What follows belongs to an exercise in optimizing a design on an open flow for small area and a short achievable clock period; a production flow would make more cautious choices. In this exercise RTL edits were held to simulation tests only and were not proved equivalent to the original. Power figures rest on the tool's default switching activity, not on a simulated workload.

== lane 1 ==
Design priority_scan_encoder, start of the top module:
module priority_scan_encoder #(
    parameter int WIDTH     = 256,
    parameter int IDXW      = $clog2(WIDTH),
    parameter bit MSB_FIRST = 1'b1
) (
    input  logic              clk,
    input  logic              rst_n,
    input  logic              in_valid,
    output logic              in_ready,
    input  logic [WIDTH-1:0]  in_vec,
    input  logic              abort,
    output logic              out_valid,
    input  logic              out_ready,
    output logic [IDXW-1:0]   out_index,
    output logic              out_last,
    output logic [IDXW:0]     out_remaining,
    output logic              zero_pulse
);
For scale: about 1900 cells after synthesis, roughly 23000 sq um of cells after synthesis.
Settings: LEC_CHECK=0, CAP_MARGIN=20, CORE_MARGIN=2, CORE_UTILIZATION=35, CTS_BUF_LIST=sky130_fd_sc_hd__clkbuf_4 sky130_fd_sc_hd__clkbuf_8, SETUP_SLACK_MARGIN=4.7, SLEW_MARGIN=20, TNS_END_PERCENT=100; clock period 10.0 ns.
standard.sh (not shown) runs the stock make flow with config.mk's settings and CLKGATE_MAP_FILE= SYNTH_SCRIPT=/design/flow/synth_recipe.tcl, a recipe that flattens the netlist after the stock synthesis.
==> flow/flow/run.sh <==
#!/bin/bash
# The standard layout (standard.sh) with two changes:
#  * synthesis: yosys's synth runs with -noabc, so the early quick abc pass
#    does not restructure the popcount tree before full adders are extracted
#    (fewer inverters around the adder cells); everything else in the
#    synthesis script is unchanged, the final abc mapping included.
#  * port buffers are buf_2 cells (BUFFER_PORTS_ARGS) instead of the delay
#    cells the resizer picks by default.
set -euo pipefail
export SYNTH_ARGS=-noabc
export BUFFER_PORTS_ARGS="-inputs -outputs -buffer_cell sky130_fd_sc_hd__buf_2"
bash standard.sh > standard_flow.log 2>&1
diff inputs: lane 1 => lane 2
Settings: changing CORE_UTILIZATION from 35 to 55.
Results
- Lane 2 ends up with a relative contribution of combinational cells to total power that is 1.8 points lower than in lane 1.
- Compared with lane 1, lane 2 shows a higher setup slack.
- Cell total after placement delta for lane 2 relative to lane 1: 11% lower
- Summary of the comparison: count of buffers not belonging to the clock network in the layout is higher in lane 2, relative to lane 1.
- Area growth from synthesis to final layout: lane 1 and lane 2 compared, higher one is lane 1
- From lane 1 to lane 2 the numbers moved as follows: shortest period the worst path allows lower, number of inserted diodes higher, routed wire length lower.
--- input diff lane 2..lane 3 ---
Settings: changing SETUP_SLACK_MARGIN from 4.7 to 5.0.
Results
On lane 3: met2 layer usage reported by global route is 0.70 points lower than what lane 2 gave.
On layout overhead on the synthesized area: between lane 2 and lane 3, it ends up higher for lane 3.
Compared to lane 2, lane 3 has total power 0.35 mW higher.
Lane 3 against lane 2: power dissipated by switching net loads moved up, routed wire length now larger, clock buffer count in the final layout fell by about 6%, relative slew slack rose by 5.5 points.
## Diff of input files: lane 4 against lane 3
Settings: a change of CORE_UTILIZATION from 55 to 35; a deleted CTS_BUF_LIST that had been sky130_fd_sc_hd__clkbuf_4 sky130_fd_sc_hd__clkbuf_8; a change of SETUP_SLACK_MARGIN from 5.0 to 4.7.
==> comparison <==
- Delta (lane 4 minus lane 3): number of buffers added for setup after CTS -12; initial antenna violation count +2; setup slack -0.0063 ns; combinational power share -1.2 points; final area ~0 delta.
- Compare lane 3 and lane 4 | number of global-route vias before repair lower: lane 3
- Re post-layout utilization of the core: lane 4 is 25 points down on lane 3.
- The proportion of power drawn by the clock network of lane 4 is higher than that of lane 3.

---

Starting RTL as in the previous note.
==> flow/config.mk <==
export PLATFORM = sky130hd
export DESIGN_NAME = priority_scan_encoder
export DESIGN_NICKNAME = priority_scan_encoder
export VERILOG_FILES = /design/flow/design.v
export SDC_FILE = /design/flow/constraint.sdc
export NUM_CORES = 4
export LEC_CHECK = 0
export CAP_MARGIN = 20
export CORE_MARGIN = 2
export CORE_UTILIZATION = 45
export CTS_BUF_LIST = sky130_fd_sc_hd__clkbuf_4 sky130_fd_sc_hd__clkbuf_8
export SETUP_SLACK_MARGIN = 4.7
export SLEW_MARGIN = 20
export TNS_END_PERCENT = 100
==> flow/constraint.sdc <==
create_clock -name core_clock -period 10.0 [get_ports {clk}]
set_input_delay 2.0000 -clock core_clock [delete_from_list [all_inputs] [get_ports {clk}]]
set_output_delay 2.0000 -clock core_clock [all_outputs]
set_load 0.01 [all_outputs]
Scripts as last shown in full above: flow/flow/run.sh
The first run produced a clean layout.
Then changed:
- CORE_UTILIZATION: 45 -> 70
- CTS_BUF_LIST: sky130_fd_sc_hd__clkbuf_4 sky130_fd_sc_hd__clkbuf_8 -> default
=> The changed run completed with no timing, DRC or antenna violations. Worst setup slack loses 0.088 ns. Power rose by 7.0%. First-iteration DRC count is higher by 63%. Cell count fell by 8.8%.
Then changed:
- CORE_UTILIZATION: 70 -> 55
Area after synthesis does not change.
Worst hold slack loses 0.030 ns.
Non-clock buffer count fell by 5.
Combinational power fell by 9.2%.
Wire length fell by 4.4%.
Utilization fell by 18 points.
Via count fell by 8.4%.
Clock-buffer cell count fell by 1.
Synthesized cell count stays the same.
Clock power rose by about 3%.
First-iteration DRC count fell by 25%.

==> afterwards: timing with drivers on the ports <==
Ports are ideal in the flow. The routed layouts listed here were re-timed in OpenROAD. Step 1, drivers: a clkbuf_16 drives clk and a buf_2 each remaining input, both assumed. Step 2 also shifts input and output timing later by t, the mid clock arrival at the registers, as if the neighbouring blocks saw the same clock. Slacks: ideal ports / drivers / drivers and shift; pairs: ideal ports / drivers.
| run | shift t [ns] | slack for setup (ns) | hold WS [ns] | cell pins on the clock port's net |
|---|---|---|---|---|
| lane 1 | 0.726 | 4.378 / 4.321 / 3.824 | 0.746 / 0.746 / 0.746 | 1 |
| lane 2 | 0.727 | 4.475 / 4.415 / 3.977 | 0.795 / 0.795 / 0.795 | 1 |
| lane 3 | 0.716 | 4.452 / 4.395 / 3.872 | 0.804 / 0.804 / 0.804 | 1 |
| lane 4 | 0.625 | 4.446 / 4.386 / 3.846 | 0.753 / 0.753 / 0.753 | 1 |
| the first run of note 2 | 0.718 | 4.475 / 4.413 / 3.928 | 0.710 / 0.710 / 0.710 | 1 |
| the second run of note 2 | 0.603 | 4.387 / 4.345 / 3.805 | 0.822 / 0.822 / 0.822 | 1 |
| the third run of note 2 | 0.623 | 4.503 / 4.527 / 3.910 | 0.792 / 0.792 / 0.792 | 1 |
After both steps setup and hold are still met in every run listed. For lane 4, which loses most, drivers alone change the setup slack by -0.060 ns; drivers and shift together by -0.600 ns.
